From an optimization exercise on the open Yosys and OpenROAD flow, aimed at small area and a short achievable clock period; shortcuts taken in it are not production practice. Where RTL was checked, it was by simulation tests only, not by an equivalence proof against the original. Power and IR drop assume default switching activity.

// vad_speech_segmenter
module vad_speech_segmenter #(
  parameter int unsigned COUNT_WIDTH = COUNT_WIDTH_DEF,
  parameter int unsigned PROB_WIDTH  = PROB_WIDTH_DEF,
  localparam int unsigned CfgWidth   = (COUNT_WIDTH > PROB_WIDTH) ? COUNT_WIDTH : PROB_WIDTH
) (
  input  logic                     clk_i,
  input  logic                     rst_ni,
  input  logic                     cfg_we_i,
  input  logic [CFG_IDX_WIDTH-1:0] cfg_idx_i,
  input  logic [CfgWidth-1:0]      cfg_data_i,
  input  logic                     in_valid_i,
  output logic                     in_stall_o,
  input  logic                     kind_i,
  input  logic [PROB_WIDTH-1:0]    speech_prob_i,
  input  logic [COUNT_WIDTH-1:0]   stream_length_i,
  output logic                     out_valid_o,
  input  logic                     out_stall_i,
  output logic [COUNT_WIDTH-1:0]   seg_start_o,
  output logic [COUNT_WIDTH-1:0]   seg_end_o,
  output logic [1:0]               end_reason_o
);
  logic [PROB_WIDTH-1:0]  thresh_nq, gap_q;   
  logic [WIN_WIDTH-1:0]   window_q;
  logic [COUNT_WIDTH-1:0] min_sil_q, split_pause_q, min_speech_q, max_speech_q;
  logic                   in_valid_q;
  logic                   kind_q;
  logic [COUNT_WIDTH-1:0] payload_q;
  logic                   out_valid_q;
  logic [1:0]             reason_q;
  logic                   advance;
  logic [WIN_WIDTH-1:0]   window_d;
  ...
==> flow/config.mk <==
export PLATFORM = sky130hd
export DESIGN_NAME = vad_speech_segmenter
export DESIGN_NICKNAME = vad_speech_segmenter
export VERILOG_FILES = /design/flow/design.v
export SDC_FILE = /design/flow/constraint.sdc
export NUM_CORES = 4
export LEC_CHECK = 0
export CAP_MARGIN = 20
export CORE_MARGIN = 2
export CORE_UTILIZATION = 55
export CTS_BUF_LIST = sky130_fd_sc_hd__clkbuf_8
export CTS_CLUSTER_DIAMETER = 50
export CTS_CLUSTER_SIZE = 16
export SETUP_SLACK_MARGIN = 5
export SLEW_MARGIN = 20
==> flow/constraint.sdc <==
create_clock -name core_clock -period 9.5 [get_ports {clk_i}]
set_input_delay 1.9000 -clock core_clock [delete_from_list [all_inputs] [get_ports {clk_i}]]
set_output_delay 1.9000 -clock core_clock [all_outputs]
set_load 0.01 [all_outputs]
standard.sh (not shown) runs the stock make flow with config.mk's settings and CLKGATE_MAP_FILE= SYNTH_SCRIPT=/design/flow/synth_recipe.tcl, a recipe that flattens the netlist after the stock synthesis.
==> flow/flow/run.sh <==
#!/bin/bash
# Layout: the standard flow (standard.sh) with one change: buffer_ports, which puts a
# buffer on every input and output port, uses sky130_fd_sc_hd__buf_2 cells instead of the
# cell it picks by itself (the delay buffer clkdlybuf4s50_1). make's full output goes to
# orfs_make.log here; each tool's own log is under orfs/logs/.
set -euo pipefail
bash standard.sh "BUFFER_PORTS_ARGS=-buffer_cell sky130_fd_sc_hd__buf_2" finish > orfs_make.log 2>&1
Edit:
--- a/flow/flow/run.sh
+++ b/flow/flow/run.sh
@@ -3 +3 @@
-# buffer on every input and output port, uses sky130_fd_sc_hd__buf_2 cells instead of the
+# buffer on every input and output port, uses sky130_fd_sc_hd__buf_1 cells instead of the
@@ -7 +7 @@
-bash standard.sh "BUFFER_PORTS_ARGS=-buffer_cell sky130_fd_sc_hd__buf_2" finish > orfs_make.log 2>&1
+bash standard.sh "BUFFER_PORTS_ARGS=-buffer_cell sky130_fd_sc_hd__buf_1" finish > orfs_make.log 2>&1
=> Area after synthesis is unchanged. Combinational power decreases by a few percent. Non-clock buffer count decreases by 7. Via count stays flat. Utilization decreases by 1.4 points. Total power decreases by a few percent. First-iteration DRC count increases slightly. Register-to-register slack gains 120 ps. Sequential power stays flat. Final area decreases by a few percent. Sequential share of layout area increases by 0.81 points.
No functional check of the RTL was part of any run of this note.

vad_speech_segmenter, a different RTL version from the one above (not shown whole).
Size in the first run: ~410 flip-flops, about 160 I/O pins, ~25000 sq um of cells after synthesis.
## vad_speech_segmenter
module vad_speech_segmenter #(
  parameter int unsigned COUNT_WIDTH = COUNT_WIDTH_DEF,
  parameter int unsigned PROB_WIDTH  = PROB_WIDTH_DEF,
  localparam int unsigned CfgWidth   = (COUNT_WIDTH > PROB_WIDTH) ? COUNT_WIDTH : PROB_WIDTH
) (
  input  logic                     clk_i,
  input  logic                     rst_ni,
  input  logic                     cfg_we_i,
  input  logic [CFG_IDX_WIDTH-1:0] cfg_idx_i,
  input  logic [CfgWidth-1:0]      cfg_data_i,
  input  logic                     in_valid_i,
  output logic                     in_stall_o,
  input  logic                     kind_i,
  input  logic [PROB_WIDTH-1:0]    speech_prob_i,
  input  logic [COUNT_WIDTH-1:0]   stream_length_i,
  output logic                     out_valid_o,
  input  logic                     out_stall_i,
  output logic [COUNT_WIDTH-1:0]   seg_start_o,
  output logic [COUNT_WIDTH-1:0]   seg_end_o,
  output logic [1:0]               end_reason_o
);
==> flow/config.mk <==
export PLATFORM = sky130hd
export DESIGN_NAME = vad_speech_segmenter
export DESIGN_NICKNAME = vad_speech_segmenter
export VERILOG_FILES = /design/flow/design.v
export SDC_FILE = /design/flow/constraint.sdc
export NUM_CORES = 4
export LEC_CHECK = 0
export CAP_MARGIN = 5
export CORE_MARGIN = 2
export CORE_UTILIZATION = 70
export CTS_BUF_LIST = sky130_fd_sc_hd__clkbuf_8
export CTS_CLUSTER_DIAMETER = 50
export CTS_CLUSTER_SIZE = 16
export PLACE_DENSITY = 0.85
export SETUP_SLACK_MARGIN = 5
export SLEW_MARGIN = 5
==> flow/constraint.sdc <==
create_clock -name core_clock -period 9.5 [get_ports {clk_i}]
set_input_delay 1.9000 -clock core_clock [delete_from_list [all_inputs] [get_ports {clk_i}]]
set_output_delay 1.9000 -clock core_clock [all_outputs]
set_load 0.01 [all_outputs]
==> flow/flow/run.sh <==
#!/bin/bash
# Layout: the standard flow (standard.sh) with one change: buffer_ports, which puts a
# buffer on every input and output port, uses sky130_fd_sc_hd__buf_1 cells instead of the
# cell it picks by itself (the delay buffer clkdlybuf4s50_1). make's full output goes to
# orfs_make.log here; each tool's own log is under orfs/logs/.
set -euo pipefail
bash standard.sh "BUFFER_PORTS_ARGS=-buffer_cell sky130_fd_sc_hd__buf_1" finish > orfs_make.log 2>&1
==> next run, changes <==
Settings changed: CAP_MARGIN 5 to 20, CORE_UTILIZATION 70 to 65, CTS_BUF_LIST sky130_fd_sc_hd__clkbuf_8 to sky130_fd_sc_hd__clkbuf_4, CTS_CLUSTER_DIAMETER 50 to 35, CTS_CLUSTER_SIZE 16 to 10, PLACE_DENSITY 0.85 to 0.75, SLEW_MARGIN 5 to 20.
Result: The changed run finished with timing, DRC and antenna clean. Core utilization is lower by 4.8 points. Hold slack improved by 0.016 ns. Worst setup slack improves by 0.061 ns.

vad_speech_segmenter, a different RTL version from the one above (not shown whole).
Size in the first run: about 410 flip-flops, roughly 160 I/O pins, ~0.028 sq mm of cells after synthesis.
// vad_speech_segmenter
module vad_speech_segmenter #(
  parameter int unsigned COUNT_WIDTH = COUNT_WIDTH_DEF,
  parameter int unsigned PROB_WIDTH  = PROB_WIDTH_DEF,
  localparam int unsigned CfgWidth   = (COUNT_WIDTH > PROB_WIDTH) ? COUNT_WIDTH : PROB_WIDTH
) (
  input  logic                     clk_i,
  input  logic                     rst_ni,
  input  logic                     cfg_we_i,
  input  logic [CFG_IDX_WIDTH-1:0] cfg_idx_i,
  input  logic [CfgWidth-1:0]      cfg_data_i,
  input  logic                     in_valid_i,
  output logic                     in_stall_o,
  input  logic                     kind_i,
  input  logic [PROB_WIDTH-1:0]    speech_prob_i,
  input  logic [COUNT_WIDTH-1:0]   stream_length_i,
  output logic                     out_valid_o,
  input  logic                     out_stall_i,
  output logic [COUNT_WIDTH-1:0]   seg_start_o,
  output logic [COUNT_WIDTH-1:0]   seg_end_o,
  output logic [1:0]               end_reason_o
);
==> flow/config.mk <==
export PLATFORM = sky130hd
export DESIGN_NAME = vad_speech_segmenter
export DESIGN_NICKNAME = vad_speech_segmenter
export VERILOG_FILES = /design/flow/design.v
export SDC_FILE = /design/flow/constraint.sdc
export NUM_CORES = 4
export LEC_CHECK = 0
export CAP_MARGIN = 20
export CORE_MARGIN = 2
export CORE_UTILIZATION = 40
export SETUP_SLACK_MARGIN = 4
export SLEW_MARGIN = 20
==> flow/constraint.sdc <==
create_clock -name core_clock -period 9.5 [get_ports {clk_i}]
set_input_delay 1.9000 -clock core_clock [delete_from_list [all_inputs] [get_ports {clk_i}]]
set_output_delay 1.9000 -clock core_clock [all_outputs]
set_load 0.01 [all_outputs]
run.sh (not shown) runs the stock make flow with config.mk's settings and CLKGATE_MAP_FILE= SYNTH_SCRIPT=/design/flow/synth_recipe.tcl, a recipe that flattens the netlist after the stock synthesis.
Stock flow here: none of the scripts above is used.
The baseline passed the timing, design-rule and antenna checks.
Then changed:
Settings changed: SETUP_SLACK_MARGIN 4 to 5.
What happened:
- flip-flop and latch count stays the same
- synthesized cell count stays the same
- total power climbs by 3.2%
- cell count climbs by 1.2%
- utilization climbs by 1.3 points
- routed wire length climbs by 4.2%
- global-route usage climbs by 0.62 points
- critical path depth climbs by 19
- synthesized area does not change
No run of this note included a check of the RTL's function; only the layout flow was run.

job 8515:
vad_speech_segmenter with an RTL version that a note above also has.
Size in the first run: about 2200 cells after synthesis, ~410 flip-flops, roughly 160 I/O pins, roughly 0.025 mm2 of cells after synthesis.
==> flow/design.v (excerpt) <==
module vad_speech_segmenter #(
  parameter int unsigned COUNT_WIDTH = COUNT_WIDTH_DEF,
  parameter int unsigned PROB_WIDTH  = PROB_WIDTH_DEF,
  localparam int unsigned CfgWidth   = (COUNT_WIDTH > PROB_WIDTH) ? COUNT_WIDTH : PROB_WIDTH
) (
  input  logic                     clk_i,
  input  logic                     rst_ni,
  input  logic                     cfg_we_i,
  input  logic [CFG_IDX_WIDTH-1:0] cfg_idx_i,
  input  logic [CfgWidth-1:0]      cfg_data_i,
  input  logic                     in_valid_i,
  output logic                     in_stall_o,
  input  logic                     kind_i,
  input  logic [PROB_WIDTH-1:0]    speech_prob_i,
  input  logic [COUNT_WIDTH-1:0]   stream_length_i,
  output logic                     out_valid_o,
  input  logic                     out_stall_i,
  output logic [COUNT_WIDTH-1:0]   seg_start_o,
  output logic [COUNT_WIDTH-1:0]   seg_end_o,
  output logic [1:0]               end_reason_o
);
  logic [PROB_WIDTH-1:0]  thresh_nq, gap_q;   
  logic [WIN_WIDTH-1:0]   window_q;
  logic [COUNT_WIDTH-1:0] min_sil_q, split_pause_q, min_speech_q, max_speech_q;
  logic                   in_valid_q;
  logic                   kind_q;
  logic [COUNT_WIDTH-1:0] payload_q;
  logic                   out_valid_q;
  logic [1:0]             reason_q;
  logic                   advance;
  logic [WIN_WIDTH-1:0]   window_d;
  logic                   res_valid;
  logic [1:0]             res_reason;
  logic [COUNT_WIDTH-1:0] res_start, res_end;
  ...
export LEC_CHECK = 0
export CAP_MARGIN = 5
export CORE_MARGIN = 2
export CORE_UTILIZATION = 65
export CTS_BUF_LIST = sky130_fd_sc_hd__clkbuf_8
export CTS_CLUSTER_DIAMETER = 50
export CTS_CLUSTER_SIZE = 16
export PLACE_DENSITY = 0.75
export SETUP_SLACK_MARGIN = 5
export SLEW_MARGIN = 5
export TNS_END_PERCENT = 50
create_clock -name core_clock -period 9.5 [get_ports {clk_i}]
standard.sh (not shown) runs the stock make flow with config.mk's settings and CLKGATE_MAP_FILE= SYNTH_SCRIPT=/design/flow/synth_recipe.tcl, a recipe that flattens the netlist after the stock synthesis.
Scripts as last shown in full above: flow/flow/run.sh
The inputs of job 9818 differ from those of job 8515 as listed below.
- removing TNS_END_PERCENT (formerly 50)
- setting GPL_ROUTABILITY_DRIVEN to 0 for the first time
## What came out
- Taking job 8515 as the reference point, the final critical-path share of the clock period of job 9818 falls by 1.4 points.
- Switching power total: job 9818 vs job 8515 up 1.8%
- Compared with job 8515, job 9818 degrades power.
- Library cell contributing the largest single delay on the critical path: o31ai_4 -> job 8515, nor4bb_4 -> job 9818
- Worst slew margin relative to its limit, job 8515 and job 9818: higher on job 9818
- Compared with job 8515, number of inserted filler cells in the final layout in job 9818 decreased by a few percent.
- Job 9818 vs. job 8515: clock network contribution to total cell area has remained practically unchanged, utilization after layout now larger, critical path depth fell by 2.
Edits applied to the flow inputs when going from job 9818 to job 7417:
- CORE_UTILIZATION: 65 -> 55
- CTS_BUF_LIST: sky130_fd_sc_hd__clkbuf_8 -> sky130_fd_sc_hd__clkbuf_4
- PLACE_DENSITY: 0.75 -> unset
- CTS_CLUSTER_DIAMETER: 50 -> 40
- GPL_ROUTABILITY_DRIVEN: 0 -> unset
- CTS_CLUSTER_SIZE: 16 -> 12
- CAP_MARGIN: 5 -> 20
- SLEW_MARGIN: 5 -> 20
Findings:
Taking job 9818 as the reference, in job 7417 critical path depth has decreased; highest net fanout along the worst path now larger; routed wire length moved up. Cmp job 9818 and job 7417 / fraction of power consumed by sequential logic / higher: job 9818. Sort job 9818 and job 7417 by non-clock buffer count in the final layout asc -> top: job 7417. From job 9818 to job 7417 the numbers moved as follows: iteration-0 DRC count of the detailed router -763; final instance area went down 0.30%. Job 7417 has placement row count above what job 9818 had. Taking job 7417 as 1.0, job 9818 lands at 1.8 on pin count of the biggest net entering global routing.
Modified inputs, job 9807 compared to job 7417
- CTS_CLUSTER_SIZE now 16, was 12
- CTS_BUF_LIST now sky130_fd_sc_hd__clkbuf_8, was sky130_fd_sc_hd__clkbuf_4
- CTS_CLUSTER_DIAMETER now 50, was 40
- TNS_END_PERCENT now 10, previously not set
## What came out
Compared with job 7417, job 9807 shows design area that has gone up slightly.
Job 9807 vs. job 7417: hold slack -0.012 ns; depth of the worst hold-timing path moved up; total power went up about 1.2%; detailed-route via count dropped 173.
Delta (job 9807 minus job 7417): length of the first detailed-routing pass in iterations now smaller, total wire length after detailed routing now smaller.
[job 9807] maximum clock frequency fell about 3% relative to job 7417
In the metrics for job 9807 and job 7417, the one carrying the lower via density per instance is job 7417.
Edits applied to the flow inputs when going from job 9807 to job 405:
- swapping 20 for 5 in CAP_MARGIN
- swapping 20 for 5 in SLEW_MARGIN
- swapping 5 for 4.8 in SETUP_SLACK_MARGIN
- clearing TNS_END_PERCENT, which used to be 10
- swapping 55 for 65 in CORE_UTILIZATION
- putting PLACE_DENSITY at 0.75 where nothing was set
Results
| final area | higher: job 9807 |
Job 405 ends up with a routed wire length that is 3700 um lower than in job 9807.
Job 9807 ended up with more cell instances than job 405 did.
Comparing number of cells on the worst reg-to-reg path for job 9807 and job 405, the bigger number came from job 9807.
| number of fillers in the final layout | job 405 vs job 9807 | about 28% lower |
Sequential-cell power consumption essentially unchanged between job 405 and job 9807.
Relative to job 9807, total global-route track usage has gone up in job 405.
Job 405 ended with less clock network fraction of design power than job 9807.
Going from job 9807 to job 405, count of clock-buffer cells in the layout shrank by more than 10%.
Side by side, number of global-route vias before repair turned out higher in job 405 than in job 9807.
The following lists how job 2975 was set up differently from job 405:
- changing CTS_BUF_LIST from sky130_fd_sc_hd__clkbuf_8 to sky130_fd_sc_hd__clkbuf_16
- changing SETUP_SLACK_MARGIN from 4.8 to 5
- changing CTS_CLUSTER_DIAMETER from 50 to 70
- changing CTS_CLUSTER_SIZE from 16 to 25
### Flow results
- For job 405 and job 2975, there was not a single run that failed to finish clean.
- On overall via count from detail_route, the higher figure sits with job 2975, not job 405.
- Detailed router's first-iteration violation count deteriorates in job 2975 relative to job 405.
- Per the comparison of job 2975 with job 405, data required time at the worst endpoint picked up an extra 0.13 ns; power consumption picked up an extra about 5%; minimum period implied by the final worst setup slack picked up an extra 0.16 ns.
- Taking job 405 as the reference, in job 2975 maximum clock skew at final layout neither gained nor lost much; sequential fraction of the synthesis area neither gained nor lost much.

Setup of violet:
Starting RTL as in the previous note.
Design vad_speech_segmenter, start of the top module:
module vad_speech_segmenter #(
  parameter int unsigned COUNT_WIDTH = COUNT_WIDTH_DEF,
  parameter int unsigned PROB_WIDTH  = PROB_WIDTH_DEF,
  localparam int unsigned CfgWidth   = (COUNT_WIDTH > PROB_WIDTH) ? COUNT_WIDTH : PROB_WIDTH
) (
  input  logic                     clk_i,
  input  logic                     rst_ni,
  input  logic                     cfg_we_i,
  input  logic [CFG_IDX_WIDTH-1:0] cfg_idx_i,
  input  logic [CfgWidth-1:0]      cfg_data_i,
  input  logic                     in_valid_i,
  output logic                     in_stall_o,
  input  logic                     kind_i,
  input  logic [PROB_WIDTH-1:0]    speech_prob_i,
  input  logic [COUNT_WIDTH-1:0]   stream_length_i,
  output logic                     out_valid_o,
  input  logic                     out_stall_i,
  output logic [COUNT_WIDTH-1:0]   seg_start_o,
  output logic [COUNT_WIDTH-1:0]   seg_end_o,
  output logic [1:0]               end_reason_o
);
  logic [PROB_WIDTH-1:0]  thresh_nq, gap_q;   
  logic [WIN_WIDTH-1:0]   window_q;
  logic [COUNT_WIDTH-1:0] min_sil_q, split_pause_q, min_speech_q, max_speech_q;
  logic                   in_valid_q;
  logic                   kind_q;
  logic [COUNT_WIDTH-1:0] payload_q;
  ...
Settings: LEC_CHECK=0, CAP_MARGIN=5, CORE_MARGIN=2, CORE_UTILIZATION=65, CTS_BUF_LIST=sky130_fd_sc_hd__clkbuf_8, CTS_CLUSTER_DIAMETER=50, CTS_CLUSTER_SIZE=16, PLACE_DENSITY=0.75, SETUP_SLACK_MARGIN=5, SLEW_MARGIN=5; clock period 9.5 ns.
Scripts as last shown in full above: flow/flow/run.sh
[inputs] raven vs violet
Settings: a change of CORE_UTILIZATION from 65 to 55; a change of SLEW_MARGIN from 5 to 20; a change of CAP_MARGIN from 5 to 20; a deleted PLACE_DENSITY that had been 0.75.
==> flow/run.sh (new file) <==
#!/bin/bash
# synth_recipe.tcl (not shown) runs the flow's synth.tcl, then flattens the netlist and writes it again
# the make line also repeats each setting of config.mk as NAME=value (left out here)
make -C /OpenROAD-flow-scripts/flow DESIGN_CONFIG=/design/flow/config.mk WORK_HOME=/design/flow/orfs CLKGATE_MAP_FILE= SYNTH_SCRIPT=/design/flow/synth_recipe.tcl finish
removed: flow/flow/run.sh
removed: flow/standard.sh
Findings:
The total global-route track usage of raven is lower than that of violet. From violet to raven the numbers moved as follows: required time reported for the critical path endpoint now larger, maximum frequency shrank by 1.1%. Maximum net fanout on the critical path came out higher on raven than on violet. Cmp raven and violet / cell count along the critical path / lower: violet.
Relative to raven, the following input files were edited for maple:
Settings: a change of SETUP_SLACK_MARGIN from 5 to 4.6; a change of SLEW_MARGIN from 20 to 5; a change of CAP_MARGIN from 20 to 5; an added PLACE_DENSITY of 0.75; a change of CORE_UTILIZATION from 55 to 65.
==> flow/flow/run.sh (new file) <==
#!/bin/bash
# Layout: the standard flow (standard.sh) with one change: buffer_ports, which puts a
# buffer on every input and output port, uses sky130_fd_sc_hd__buf_1 cells instead of the
# cell it picks by itself (the delay buffer clkdlybuf4s50_1). make's full output goes to
# orfs_make.log here; each tool's own log is under orfs/logs/.
set -euo pipefail
bash standard.sh "BUFFER_PORTS_ARGS=-buffer_cell sky130_fd_sc_hd__buf_1" finish > orfs_make.log 2>&1
==> flow/standard.sh (new file) <==
#!/bin/bash
# synth_recipe.tcl (not shown) runs the flow's synth.tcl, then flattens the netlist and writes it again
# the make line also repeats each setting of config.mk as NAME=value (left out here)
make -C /OpenROAD-flow-scripts/flow DESIGN_CONFIG=/design/flow/config.mk WORK_HOME=/design/flow/orfs CLKGATE_MAP_FILE= SYNTH_SCRIPT=/design/flow/synth_recipe.tcl "${@:-finish}"
removed: flow/run.sh
[summary]
- Going from raven to maple, clock skew after layout dropped 0.0075 ns; cell count has decreased; worst endpoint data arrival time went down by 2.27 ns; count of plain and timing-repair buffers fell by 18; synthesis-to-finish area growth dropped 5.9 points.
- maple: via count of the first global-routing pass about 0.6% below raven
- Compared with raven, in maple wire length on met3 shows an increase of 2.5 mm; sequential share of layout area rose by 2.0 points; overall die area lower.
Setup changes, maple to tundra
Settings: CORE_UTILIZATION changed from 65 to 55; SETUP_SLACK_MARGIN changed from 4.6 to 5; CAP_MARGIN changed from 5 to 20; PLACE_DENSITY removed (was 0.75); GPL_TIMING_DRIVEN newly set to 0; SLEW_MARGIN changed from 5 to 20.
Findings:
- Result for tundra and maple: all clean
- When the final numbers for tundra and maple were put side by side, the core utilization turned out to be greater in maple.
- Compared with maple, tundra shows a least setup slack across all paths after layout that is 0.47 ns lower.
- Taking maple as the reference, in tundra area growth from synthesis to layout now larger; critical path depth now larger; final period utilization now larger; first-pass GRT wire length now larger.
- Initial antenna violation count is lower on maple
- The lower worst slack at placement came out of tundra.
- Relative to maple, tundra degrades total power.
- Diff tundra..maple | final sequential cell count | unchanged
- In tundra relative to maple, final non-filler cell area had gone up by a few percent.
- For tundra, the critical path start-end classification was in -> reg, unlike maple, where it was in -> out.
Inputs modified between tundra and harbor:
Settings: putting PLACE_DENSITY at 0.75 where nothing was set; swapping 50 for 90 in CTS_CLUSTER_DIAMETER; swapping sky130_fd_sc_hd__clkbuf_8 for sky130_fd_sc_hd__clkbuf_16 in CTS_BUF_LIST; swapping 20 for 5 in CAP_MARGIN; swapping 55 for 65 in CORE_UTILIZATION; swapping 16 for 32 in CTS_CLUSTER_SIZE; clearing GPL_TIMING_DRIVEN, which used to be 0; swapping 20 for 5 in SLEW_MARGIN.
### Flow results
tundra ran to completion and came out clean on the timing, design-rule and antenna checks. harbor completed every stage of the flow, and the final layout passed the timing, design-rule and antenna checks. Delta (harbor minus tundra): share of final layout cell area taken by clock buffers and inverters fell 1.5 points, inserted tap cell count fell 15%, register-to-register setup slack rose 0.58 ns, number of max-slew violations in the final report about even, first-iteration DRC count rose 61.
The following lists how lagoon was set up differently from harbor:
Settings: CTS_BUF_LIST changed from sky130_fd_sc_hd__clkbuf_16 to sky130_fd_sc_hd__clkbuf_8; CORE_UTILIZATION changed from 65 to 55; CTS_CLUSTER_SIZE changed from 32 to 16; CTS_CLUSTER_DIAMETER changed from 90 to 50; SLEW_MARGIN changed from 5 to 20; PLACE_DENSITY removed (was 0.75); CAP_MARGIN changed from 5 to 20.
==> comparison <==
lagoon did not stop at any stage, and its layout met the timing, design-rule and antenna checks. lagoon ends up with higher share of total power consumed by net switching than harbor does. harbor → lagoon: largest net degree at the start of global routing decreased 81; end-of-flow core utilization moved down. Changes observed in lagoon relative to harbor: H-tree depth reported by CTS went up, time the final worst path needs with I/O delays and setup went down, final clock period utilization by the worst path went down, XOR/XNOR share of the synthesized area did not really move. Compared with harbor, in lagoon number of gates resized after cts -12, leakage power +about 1.3%, total power +about 3%.

-- port drivers added, routing unchanged --
No port has a modelled driver above. Below, the same layouts with a new extraction and two added sets of constraints. Step 1, drivers: a clkbuf_16 drives clk_i and a buf_2 each remaining input, both assumed. Step 2 moves the port delays by t, midway between the first and last clock arrival at a register: inputs arrive t later, outputs are due t later. That takes back most of the time a late clock gives input paths. Slacks: ideal ports / drivers / drivers and shift; pairs: ideal ports / drivers.
run | t (ns) | setup slack, ns | slew at the worst register clock pin (ns)
the first run of note 1 | 0.718 | 4.742 / 4.745 / 4.028 | 0.10 / 0.10
the second run of note 1 | 0.717 | 4.678 / 4.691 / 3.974 | 0.10 / 0.10
the first run of note 2 | 0.697 | 4.934 / 4.927 / 4.230 | 0.10 / 0.10
the second run of note 2 | 0.854 | 4.995 / 4.995 / 4.334 | 0.11 / 0.11
the first run of note 3 | 0.663 | 4.192 / 4.160 / 3.610 | 0.07 / 0.07
the second run of note 3 | 0.651 | 4.759 / 4.769 / 4.118 | 0.07 / 0.07
job 8515 | 0.706 | 4.859 / 4.894 / 4.188 | 0.11 / 0.11
job 9818 | 0.708 | 4.990 / 4.998 / 4.291 | 0.11 / 0.11
job 7417 | 0.934 | 5.042 / 5.042 / 4.218 | 0.12 / 0.12
job 9807 | 0.708 | 4.901 / 4.901 / 4.270 | 0.11 / 0.11
job 405 | 0.703 | 4.910 / 4.910 / 4.281 | 0.10 / 0.10
job 2975 | 0.621 | 4.750 / 4.760 / 4.139 | 0.10 / 0.10
violet | 0.699 | 4.995 / 4.995 / 4.329 | 0.11 / 0.11
raven | 0.718 | 4.946 / 4.964 / 4.247 | 0.10 / 0.10
maple | 0.704 | 4.707 / 4.680 / 4.047 | 0.10 / 0.10
tundra | 0.714 | 4.239 / 4.254 / 3.539 | 0.10 / 0.10
harbor | 0.618 | 4.781 / 4.789 / 4.171 | 0.13 / 0.13
lagoon | 0.716 | 4.996 / 4.994 / 4.278 | 0.10 / 0.10
After both steps every run listed still meets setup and hold. The setup slack of job 7417, which loses most, moves by 0.000 ns with the drivers and by -0.824 ns with both steps.
